Source: an optimization exercise on an open RTL-to-GDS flow (aim: small area, a short achievable clock period and few clock cycles). Production flows keep margins and buffers that such runs may drop. In this exercise RTL edits were held to simulation tests only and were not proved equivalent to the original.

[config.mk]
export PLATFORM = sky130hd
export DESIGN_NAME = step_spike_detector
export DESIGN_NICKNAME = step_spike_detector
export VERILOG_FILES = /design/flow/design.v
export SDC_FILE = /design/flow/constraint.sdc
export NUM_CORES = 4
export LEC_CHECK = 0
export CAP_MARGIN = 20
export CORE_MARGIN = 2
export CORE_UTILIZATION = 40
export SLEW_MARGIN = 20
[constraint.sdc]
create_clock -name core_clock -period 10.0 [get_ports {i_clk}]
set_input_delay 2.0000 -clock core_clock [delete_from_list [all_inputs] [get_ports {i_clk}]]
set_output_delay 2.0000 -clock core_clock [all_outputs]
set_load 0.01 [all_outputs]
[design.v]
package ssd_pkg;
    localparam int AXIS_WINDOW = 6;
    localparam int MAG_WINDOW  = 16;
    localparam int ACCEL_W    = 13;
    localparam int MAG_W      = 13;
    localparam int THR_W      = 13;
    localparam int CD_W       = 8;
    localparam int CFG_IDX_W  = 1;
    localparam int CFG_DATA_W = 13;
    localparam int AXES       = 3;
    localparam int AXIS_IDX_W = 2;
    localparam int ABS_MAX    = 4096;
    localparam int MAG_MAX    = 7094;
    localparam int SUM_W  = $clog2(AXIS_WINDOW * ABS_MAX + 1);
    localparam int APOS_W = (AXIS_WINDOW > 1) ? $clog2(AXIS_WINDOW) : 1;
    localparam int MSUM_W = $clog2(MAG_WINDOW * MAG_MAX + 1);
    localparam int MPOS_W = (MAG_WINDOW > 1) ? $clog2(MAG_WINDOW) : 1;
    localparam int K_A     = SUM_W + $clog2(AXIS_WINDOW) + 1;
    localparam int RECIP_A = ((2 ** K_A) + AXIS_WINDOW - 1) / AXIS_WINDOW;
    localparam int RA_W    = K_A + 1;
    localparam int K_M     = MSUM_W + $clog2(MAG_WINDOW) + 1;
    localparam int RECIP_M = ((2 ** K_M) + MAG_WINDOW - 1) / MAG_WINDOW;
    localparam int RM_W    = K_M + 1;
    localparam int SQ_W   = 26;
    localparam int ROOT_W = SQ_W / 2;
    localparam int RCNT_W = $clog2(ROOT_W + 1);
    localparam int MA_W0 = (SUM_W > MSUM_W) ? SUM_W : MSUM_W;
    localparam int MA_W  = (MA_W0 > MAG_W) ? MA_W0 : MAG_W;
    localparam int MB_W0 = (RA_W > RM_W) ? RA_W : RM_W;
    localparam int MB_W  = (MB_W0 > MAG_W) ? MB_W0 : MAG_W;
    localparam int P_W   = MA_W + MB_W;
    localparam logic [THR_W-1:0] THR_RESET = 13'd100;
    localparam logic [CD_W-1:0]  CD_RESET  = 8'd10;
    typedef enum logic [CFG_IDX_W-1:0] {
        CFG_PEAK_THRESHOLD,
        CFG_COOLDOWN_RELOAD
    } t_cfg_idx;
    typedef enum logic {
        OP_PUSH,
        OP_EVAL
    } t_op;
    typedef logic signed [ACCEL_W-1:0] t_accel;
    typedef logic [MAG_W-1:0]          t_mag;
    typedef logic [SUM_W-1:0]          t_axis_sum;
    typedef logic [APOS_W-1:0]         t_apos;
    typedef logic [MSUM_W-1:0]         t_msum;
    typedef logic [MPOS_W-1:0]         t_mpos;
    typedef logic [SQ_W-1:0]           t_sumsq;
    typedef logic [ROOT_W-1:0]         t_root;
    typedef logic [MA_W-1:0]           t_mul_a;
    typedef logic [MB_W-1:0]           t_mul_b;
    typedef logic [P_W-1:0]            t_prod;
    typedef struct packed {
        logic   en;
        t_accel x;
        t_accel y;
        t_accel z;
    } t_push;
endpackage
module ssd_axis_store (
    input  logic               i_clk,
    input  logic               i_rst_n,
    input  ssd_pkg::t_push     i_push,
    output ssd_pkg::t_axis_sum [ssd_pkg::AXES-1:0] o_sums
);
    ssd_pkg::t_mag      r_win [ssd_pkg::AXES][ssd_pkg::AXIS_WINDOW];
    ssd_pkg::t_axis_sum r_sum [ssd_pkg::AXES];
    ssd_pkg::t_apos     r_pos;
    ssd_pkg::t_apos     n_pos;
    ssd_pkg::t_mag      w_abs [ssd_pkg::AXES];
    function automatic ssd_pkg::t_mag abs13(input ssd_pkg::t_accel v);
        abs13 = v[ssd_pkg::ACCEL_W-1] ? ssd_pkg::t_mag'(~v + 1'b1) : ssd_pkg::t_mag'(v);
    endfunction
    always_comb begin
        w_abs[0] = abs13(i_push.x);
        w_abs[1] = abs13(i_push.y);
        w_abs[2] = abs13(i_push.z);
        n_pos    = (r_pos == ssd_pkg::t_apos'(ssd_pkg::AXIS_WINDOW - 1)) ? '0 : r_pos + 1'b1;
    end
    always_ff @(posedge i_clk) begin
        if (!i_rst_n) begin
            r_pos <= '0;
            for (int a = 0; a < ssd_pkg::AXES; a++) begin
                r_sum[a] <= '0;
                for (int i = 0; i < ssd_pkg::AXIS_WINDOW; i++) begin
                    r_win[a][i] <= '0;
                end
            end
        end else if (i_push.en) begin
            r_pos <= n_pos;
            for (int a = 0; a < ssd_pkg::AXES; a++) begin
                r_win[a][r_pos] <= w_abs[a];
                r_sum[a]        <= r_sum[a] - ssd_pkg::t_axis_sum'(r_win[a][r_pos])
                                   + ssd_pkg::t_axis_sum'(w_abs[a]);
            end
        end
    end
    always_comb begin
        for (int a = 0; a < ssd_pkg::AXES; a++) o_sums[a] = r_sum[a];
    end
endmodule
module ssd_mul (
    input  logic            i_clk,
    input  ssd_pkg::t_mul_a i_a,
    input  ssd_pkg::t_mul_b i_b,
    output ssd_pkg::t_prod  o_prod
);
    ssd_pkg::t_prod r_prod;
    always_ff @(posedge i_clk) begin
        r_prod <= ssd_pkg::t_prod'(i_a) * ssd_pkg::t_prod'(i_b);
    end
    assign o_prod = r_prod;
endmodule
module ssd_isqrt (
    input  logic            i_clk,
    input  logic            i_rst_n,
    input  logic            i_start,
    input  ssd_pkg::t_sumsq i_radicand,
    output logic            o_done,
    output ssd_pkg::t_root  o_root
);
    localparam int RW = ssd_pkg::ROOT_W + 2;
    logic [RW-1:0]                 r_rem;
    ssd_pkg::t_root                r_root;
    ssd_pkg::t_sumsq               r_x;
    logic [ssd_pkg::RCNT_W-1:0]    r_cnt;
    logic                          r_done;
    logic [RW-1:0]                 w_rem_sh;
    logic [RW-1:0]                 w_trial;
    logic                          w_fit;
    always_comb begin
        w_rem_sh = {r_rem[RW-3:0], r_x[ssd_pkg::SQ_W-1 -: 2]};
        w_trial  = {r_root, 2'b01};
        w_fit    = (w_rem_sh >= w_trial);
    end
    always_ff @(posedge i_clk) begin
        if (!i_rst_n) begin
            r_cnt  <= '0;
            r_done <= 1'b0;
        end else begin
            if (i_start) begin
                r_rem  <= '0;
                r_root <= '0;
                r_x    <= i_radicand;
                r_cnt  <= ssd_pkg::RCNT_W'(ssd_pkg::ROOT_W);
                r_done <= 1'b0;
            end else if (r_cnt != '0) begin
                r_rem  <= w_fit ? (w_rem_sh - w_trial) : w_rem_sh;
                r_root <= {r_root[ssd_pkg::ROOT_W-2:0], w_fit};
                r_x    <= {r_x[ssd_pkg::SQ_W-3:0], 2'b00};
                r_cnt  <= r_cnt - 1'b1;
                r_done <= (r_cnt == ssd_pkg::RCNT_W'(1));
            end else begin
                r_done <= 1'b0;
            end
        end
    end
    assign o_done = r_done;
    assign o_root = r_root;
endmodule
module step_spike_detector (
    input  logic                           i_clk,
    input  logic                           i_rst_n,
    input  logic                           i_in_valid,
    output logic                           o_in_ready,
    input  logic                           i_in_operation,
    input  ssd_pkg::t_accel                i_in_accel_x,
    input  ssd_pkg::t_accel                i_in_accel_y,
    input  ssd_pkg::t_accel                i_in_accel_z,
    output logic                           o_out_valid,
    input  logic                           i_out_ready,
    output logic                           o_out_step_detected,
    output ssd_pkg::t_mag                  o_out_current_magnitude,
    output ssd_pkg::t_mag                  o_out_baseline_magnitude,
    input  logic                           i_cfg_we,
    input  ssd_pkg::t_cfg_idx              i_cfg_idx,
    input  logic [ssd_pkg::CFG_DATA_W-1:0] i_cfg_data
);
    typedef enum logic [3:0] {
        S_IDLE,
        S_DIV,
        S_SQ,
        S_ACC,
        S_SQRT_GO,
        S_SQRT,
        S_MAG,
        S_MDIV,
        S_MRES
    } t_state;
    t_state                         r_state, n_state;
    logic [ssd_pkg::AXIS_IDX_W-1:0] r_axis_idx, n_axis_idx;
    ssd_pkg::t_sumsq                r_sumsq, n_sumsq;
    ssd_pkg::t_mag                  r_mag, n_mag;
    ssd_pkg::t_msum                 r_msum, n_msum;
    ssd_pkg::t_mpos                 r_mpos, n_mpos;
    logic                           r_was_over, n_was_over;
    logic [ssd_pkg::CD_W-1:0]       r_cooldown, n_cooldown;
    logic                           r_out_valid, n_out_valid;
    logic                           r_out_step, n_out_step;
    ssd_pkg::t_mag                  r_out_mag, n_out_mag;
    ssd_pkg::t_mag                  r_out_base, n_out_base;
    logic [ssd_pkg::THR_W-1:0]      r_thr;
    logic [ssd_pkg::CD_W-1:0]       r_reload;
    ssd_pkg::t_mag                  r_mwin [ssd_pkg::MAG_WINDOW];
    ssd_pkg::t_push                 w_push;
    ssd_pkg::t_axis_sum [ssd_pkg::AXES-1:0] w_sums;
    ssd_pkg::t_axis_sum             w_sum_sel;
    ssd_pkg::t_mul_a                w_mul_a;
    ssd_pkg::t_mul_b                w_mul_b;
    ssd_pkg::t_prod                 w_prod;
    ssd_pkg::t_mag                  w_mean;
    ssd_pkg::t_mag                  w_base;
    ssd_pkg::t_root                 w_root;
    logic                           w_sqrt_start;
    logic                           w_sqrt_done;
    logic                           w_out_free;
    logic                           w_accept;
    logic                           w_over;
    logic [ssd_pkg::CD_W-1:0]       w_cd_dec;
    logic                           w_step;
    ssd_axis_store u_store (
        .i_clk   (i_clk),
        .i_rst_n (i_rst_n),
        .i_push  (w_push),
        .o_sums  (w_sums)
    );
    ssd_mul u_mul (
        .i_clk  (i_clk),
        .i_a    (w_mul_a),
        .i_b    (w_mul_b),
        .o_prod (w_prod)
    );
    ssd_isqrt u_isqrt (
        .i_clk      (i_clk),
        .i_rst_n    (i_rst_n),
        .i_start    (w_sqrt_start),
        .i_radicand (r_sumsq),
        .o_done     (w_sqrt_done),
        .o_root     (w_root)
    );
    always_comb begin
        w_out_free   = !r_out_valid || i_out_ready;
        o_in_ready   = (r_state == S_IDLE) && w_out_free;
        w_accept     = i_in_valid && o_in_ready;
        w_push.en    = w_accept && (i_in_operation == ssd_pkg::OP_PUSH);
        w_push.x     = i_in_accel_x;
        w_push.y     = i_in_accel_y;
        w_push.z     = i_in_accel_z;
        w_sqrt_start = (r_state == S_SQRT_GO);
        case (r_axis_idx)
            2'd0:    w_sum_sel = w_sums[0];
            2'd1:    w_sum_sel = w_sums[1];
            2'd2:    w_sum_sel = w_sums[2];
            default: w_sum_sel = '0;
        endcase
        w_mean = w_prod[ssd_pkg::K_A +: ssd_pkg::MAG_W];
        w_base = w_prod[ssd_pkg::K_M +: ssd_pkg::MAG_W];
        case (r_state)
            S_DIV: begin
                w_mul_a = ssd_pkg::t_mul_a'(w_sum_sel);
                w_mul_b = ssd_pkg::t_mul_b'(ssd_pkg::RECIP_A);
            end
            S_SQ: begin
                w_mul_a = ssd_pkg::t_mul_a'(w_mean);
                w_mul_b = ssd_pkg::t_mul_b'(w_mean);
            end
            S_MDIV: begin
                w_mul_a = ssd_pkg::t_mul_a'(r_msum);
                w_mul_b = ssd_pkg::t_mul_b'(ssd_pkg::RECIP_M);
            end
            default: begin
                w_mul_a = '0;
                w_mul_b = '0;
            end
        endcase
        w_over   = {1'b0, r_mag} > ({1'b0, w_base} + {1'b0, r_thr});
        w_cd_dec = (r_cooldown != '0) ? r_cooldown - 1'b1 : r_cooldown;
        w_step   = w_over && !r_was_over && (w_cd_dec == '0);
    end
    always_comb begin
        n_state     = r_state;
        n_axis_idx  = r_axis_idx;
        n_sumsq     = r_sumsq;
        n_mag       = r_mag;
        n_msum      = r_msum;
        n_mpos      = r_mpos;
        n_was_over  = r_was_over;
        n_cooldown  = r_cooldown;
        n_out_valid = r_out_valid && !i_out_ready;
        n_out_step  = r_out_step;
        n_out_mag   = r_out_mag;
        n_out_base  = r_out_base;
        case (r_state)
            S_IDLE: begin
                if (w_accept) begin
                    if (i_in_operation == ssd_pkg::OP_PUSH) begin
                        n_out_valid = 1'b1;
                        n_out_step  = 1'b0;
                        n_out_mag   = '0;
                        n_out_base  = '0;
                    end else begin
                        n_state    = S_DIV;
                        n_axis_idx = '0;
                        n_sumsq    = '0;
                    end
                end
            end
            S_DIV: n_state = S_SQ;
            S_SQ:  n_state = S_ACC;
            S_ACC: begin
                n_sumsq = r_sumsq + w_prod[ssd_pkg::SQ_W-1:0];
                if (r_axis_idx == ssd_pkg::AXIS_IDX_W'(ssd_pkg::AXES - 1)) begin
                    n_state = S_SQRT_GO;
                end else begin
                    n_axis_idx = r_axis_idx + 1'b1;
                    n_state    = S_DIV;
                end
            end
            S_SQRT_GO: n_state = S_SQRT;
            S_SQRT: begin
                if (w_sqrt_done) begin
                    n_mag   = ssd_pkg::t_mag'(w_root);
                    n_state = S_MAG;
                end
            end
            S_MAG: begin
                n_msum  = r_msum - ssd_pkg::t_msum'(r_mwin[r_mpos])
                          + ssd_pkg::t_msum'(r_mag);
                n_mpos  = (r_mpos == ssd_pkg::t_mpos'(ssd_pkg::MAG_WINDOW - 1)) ?
                          '0 : r_mpos + 1'b1;
                n_state = S_MDIV;
            end
            S_MDIV: n_state = S_MRES;
            S_MRES: begin
                if (w_out_free) begin
                    n_out_valid = 1'b1;
                    n_out_step  = w_step;
                    n_out_mag   = r_mag;
                    n_out_base  = w_base;
                    n_was_over  = w_over;
                    n_cooldown  = w_step ? r_reload : w_cd_dec;
                    n_state     = S_IDLE;
                end
            end
            default: n_state = S_IDLE;
        endcase
    end
    always_ff @(posedge i_clk) begin
        if (!i_rst_n) begin
            r_state     <= S_IDLE;
            r_axis_idx  <= '0;
            r_msum      <= '0;
            r_mpos      <= '0;
            r_was_over  <= 1'b0;
            r_cooldown  <= ssd_pkg::CD_RESET;
            r_out_valid <= 1'b0;
        end else begin
            r_state     <= n_state;
            r_axis_idx  <= n_axis_idx;
            r_msum      <= n_msum;
            r_mpos      <= n_mpos;
            r_was_over  <= n_was_over;
            r_cooldown  <= n_cooldown;
            r_out_valid <= n_out_valid;
        end
        r_sumsq    <= n_sumsq;
        r_mag      <= n_mag;
        r_out_step <= n_out_step;
        r_out_mag  <= n_out_mag;
        r_out_base <= n_out_base;
    end
    always_ff @(posedge i_clk) begin
        if (!i_rst_n) begin
            for (int i = 0; i < ssd_pkg::MAG_WINDOW; i++) begin
                r_mwin[i] <= '0;
            end
        end else if (r_state == S_MAG) begin
            r_mwin[r_mpos] <= r_mag;
        end
    end
    always_ff @(posedge i_clk) begin
        if (!i_rst_n) begin
            r_thr    <= ssd_pkg::THR_RESET;
            r_reload <= ssd_pkg::CD_RESET;
        end else if (i_cfg_we) begin
            case (i_cfg_idx)
                ssd_pkg::CFG_PEAK_THRESHOLD:  r_thr    <= i_cfg_data;
                ssd_pkg::CFG_COOLDOWN_RELOAD: r_reload <= i_cfg_data[ssd_pkg::CD_W-1:0];
                default: ;
            endcase
        end
    end
    assign o_out_valid = r_out_valid;
    assign o_out_step_detected = r_out_step;
    assign o_out_current_magnitude = r_out_mag;
    assign o_out_baseline_magnitude = r_out_base;
endmodule
[run.sh]
#!/bin/bash
# synth_recipe.tcl (not shown) runs the flow's synth.tcl, then flattens the netlist and writes it again
# the make line also repeats each setting of config.mk as NAME=value (left out here)
make -C /OpenROAD-flow-scripts/flow DESIGN_CONFIG=/design/flow/config.mk WORK_HOME=/design/flow/orfs CLKGATE_MAP_FILE= SYNTH_SCRIPT=/design/flow/synth_recipe.tcl finish
==> run notes <==
[sequential cells by signal, summed over array words and instances (netlist names), 8 cells and up, named ones only]
signal          cells
r_msum             17
r_mag              13
u_store.r_win     260
u_isqrt.r_rem      13
u_isqrt.r_x        26
u_store.r_sum      45
r_cooldown          8
r_thr              13
r_out_mag          13
r_reload            8
r_mwin            208
r_sumsq            26
u_mul.r_prod       35
r_out_base         13
u_isqrt.r_root     13
[cell usage after synthesis, types with 8 or more instances]
| library cell | number |
|---|---|
| a222oi_1 | 14 |
| xor2_1 | 73 |
| o21a_1 | 28 |
| a21oi_1 | 133 |
| nand4_1 | 18 |
| fa_1 | 258 |
| nand2_1 | 350 |
| nor3b_1 | 8 |
| nor2_1 | 335 |
| nor2b_1 | 45 |
| mux4_2 | 182 |
| a31oi_1 | 14 |
| clkinv_1 | 17 |
| edfxtp_1 | 586 |
| or3_1 | 18 |
| clkbuf_1 | 200 |
| o21ai_0 | 136 |
| mux2i_1 | 39 |
| dfxtp_1 | 153 |
| a211oi_1 | 31 |
| mux2_2 | 26 |
| nor3_1 | 215 |
| xnor2_1 | 79 |
| inv_1 | 468 |
| nand2b_1 | 37 |
| nor4_1 | 55 |
| and3_1 | 25 |
| o22ai_1 | 141 |
| ha_1 | 281 |
| and2_1 | 66 |
| buf_2 | 24 |
| nand3_1 | 71 |
| o211ai_1 | 11 |
| a21o_1 | 39 |
| o21bai_1 | 10 |
| buf_1 | 27 |
| a21boi_0 | 41 |
| o31ai_1 | 18 |
| a31o_2 | 8 |
[worst paths after layout]
kind,end,slack [ns],startpoint
min reg2reg,r_mag[5]$_DFFE_PP_,0.44,u_isqrt.r_root[5]$_SDFFCE_PP0P_
max,u_mul.r_prod[33]$_DFF_P_,1.24,r_state[0]$_SDFFE_PN0P_
max reg2reg,u_mul.r_prod[33]$_DFF_P_,1.24,r_state[0]$_SDFFE_PN0P_
min,r_mag[5]$_DFFE_PP_,0.44,u_isqrt.r_root[5]$_SDFFCE_PP0P_
[cell families after synthesis]
| logic type | after synthesis |
|---|---|
| xor+xnor | 153 |
| mux | 247 |
| compound gates | 694 |
| fa+ha+maj | 539 |
| other cells | 2 |
| buf+inv | 740 |
| simple gates | 1274 |
| flops | 739 |
[layout make-up]
cell class	count	area [µm²]	area share [%]
Multi-Input combinational cell	2949	25600	47.0
Sequential cell	739	20700	38.0
Clock buffer	111	2360	4.33
Clock inverter	54	493	0.905
Inverter	487	1830	3.36
Tap cell	1625	2030	3.73
Timing Repair Buffer	169	1510	2.77
[report_power, final]
part / internal, µW / switching (µW)
combinational: 1360 / 1830
clock: 1800 / 1370
sequential: 3650 / 225
total: 6800 / 3420
[per-stage QoR]
step | util, % | setup WS, ns | hold WS, ns
after floorplan | - | 2.72 | 0.426
after global placement | 42.5 | 1.69 | 0.432
final | 44.9 | 1.24 | 0.444
after global routing | 44.9 | 0.794 | 0.449
after CTS | 44.9 | 1.33 | 0.443
after detailed placement | 42.5 | 1.39 | 0.432
[metal layers]
layer / vias to the layer above / track usage (%) / wire length (µm)
met5: - / 0 / 13
met4: 2 / 8.43 / 5640
met3: 288 / 4.02 / 11800
met2: 1517 / 36.6 / 66300
met1: 17023 / 30.4 / 59100
li1: 15738 / - / -
[worst register-to-register path, stage by stage (launching register included)]
cell	delay (ns)
dfxtp_1	0.55
nor2b_1	0.30
and2_1	0.38
nand2b_1	0.59
nor2_1	0.48
inv_1	0.14
nand3_1	0.42
nand2_1	0.17
fa_1	0.53
inv_1	0.06
fa_1	0.55
fa_1	0.43
fa_1	0.48
fa_1	0.49
inv_1	0.05
fa_1	0.50
inv_1	0.05
ha_1	0.33
a21oi_1	0.22
o21ai_0	0.12
a21o_1	0.21
a2111o_1	0.44
o211ai_2	0.19
o21ai_1	0.14
a221oi_1	0.45
o31ai_1	0.17
xor2_1	0.16
==> impl_metrics.ini <==
[status]
status = complete, no violations

[finish]
design.final.nets = 5033
layout_commonest_cell = edfxtp_1
syn2layout_area_growth_pct = 11.6
drive_gt1_share_pct = 10.8
final_cell_mix = 586 x edfxtp_1, 468 x inv_1, 348 x nand2_1
antennaDiodeCount = 0
stdcell_count = 6134
fillers = 11518
stdcell_area_um2 = 54500

[sta]
setup_viol = 0
grt_setup_unrepaired = no
hold_viol = 0
min_period_over_period_pct = 87.6
final.setup_skew_ns = 0.0589
fin_setup_tns_ns = 0
fmax_mhz = 114
min_period_ns = 8.76
tightest_slew_ns = 1.18
drv_slew = 0
relSlewSlack_pct = 21.1

[clock_tree]
cts_root_buffer = clkbuf_16
clock_latency_ns = 0.70
h-tree-depth = 3
cts_sinks = 739
postCtsHoldBufs = 0
tritoncts = built
cts_max_path_buffers = 3
clkSlewWorstSetupHoldPaths_ns = 0.06
cts_resized = 0
cts_buffers = 89
post_cts_buffers = 0

[synth]
synthSimpleGateAreaFrac_pct = 12.3
synth.distinct_cells = 83
synthAdderAreaFrac_pct = 17.8
ys_seq_area_share_pct = 42.3
synth_area_um2 = 48800
yosys.area_share.xor_xnor_pct = 2.76
ys_async_sr_fraction_pct = 0
syn_inst = 4388
synth_edf_count = 586
ys.flop_type = edfxtp_1
synth_compound_area_share_pct = 9.27
ys_warn_count = 6
yosys-top-cells-area = edfxtp_1 36%, fa_1 11%, mux4_2 8.4%, ha_1 7.2%, dfxtp_1 6.3%
muxShareOfSynthArea_pct = 9.80
avgSynthCellArea_um2 = 11.1
synthDominantCellAreaShare_pct = 36.1
synth_seq_cells = 739
synth_top_family_by_area = adder cells
synth_top_area_cell = edfxtp_1

[place]
gp_congestion = 0.958
io_buffers = 87
place_area_um2 = 51600
dp_cells = 5969
dp_hpwl_mm = 102

[floorplan]
die_w_um = 353
io_pins = 88
initial_core_util_pct = 40.2
dieArea_um2 = 125000
rows = 128
die_h_um = 353
core_region_area_um2 = 121000

[worst_setup_path]
slowest_stage = nand2b_1
worstRegToRegCells = 26
timing.critical_path.buf_inv = 4
worstPathArrival_ns = 9.29
cpMostUsedCell = fa_1
end_kind = flip-flop
crit_family = adder cells
crit_path_max_incr_delay_ns = 0.59
crit_fanout = 25
crit_cells = 26
worstPathRequired_ns = 10.54
criticalPathCategory = flip-flop to flip-flop
startpoint_type = flip-flop

[drt]
via_count = 34568
post_drt_wl_per_cell_um = 23.3
routed_wl_mm = 143
vias_per_cell = 5.64
ant_nets = 0
drc = 0
drt-pass1-iter-count = 6
drt_first_iter_violations = 3748

[global_route]
grt_pass1_wl_mm = 215
grt_max_degree = 104
grt.overflow.total = 0
antenna_found_initial = 2
grt.total_usage_pct = 22.6
grt_pass1_vias = 34426

[job]
maxCapViolCount = 0

[power_and_ir_drop]
p_per_area_nw_per_um2 = 188
power_uw = 10200
leakage_uw = 0.0214
vdd_drop_max_uv = 130

[min_path]
whs_path_depth = 0
hold_path.class = flip-flop to flip-flop
Testbench counts, summed over its fixed seeds: cycles 73,124.

-- separate check: timing with driven ports --
How much do the figures lean on ideal ports? The routed layout below was timed once more, with nothing changed but the port constraints.
Step 1 assumes that a clkbuf_16 drives the clock port and a buf_2 every other input.
Step 2 also shifts input and output timing later by t, the mid clock arrival at the registers, as if the neighbouring blocks saw the same clock.
Three values: ideal ports, drivers, drivers and shift; two values: the first two.
t (ns): 0.746
setup slack, ns: 1.244 / 1.244 / 1.244
worst setup path after step 2: register to register
cell pins on the clock port's net: 1
After both steps setup and hold are still met in this run. The setup slack of this run moves by 0.000 ns with the drivers and by 0.000 ns with both steps.
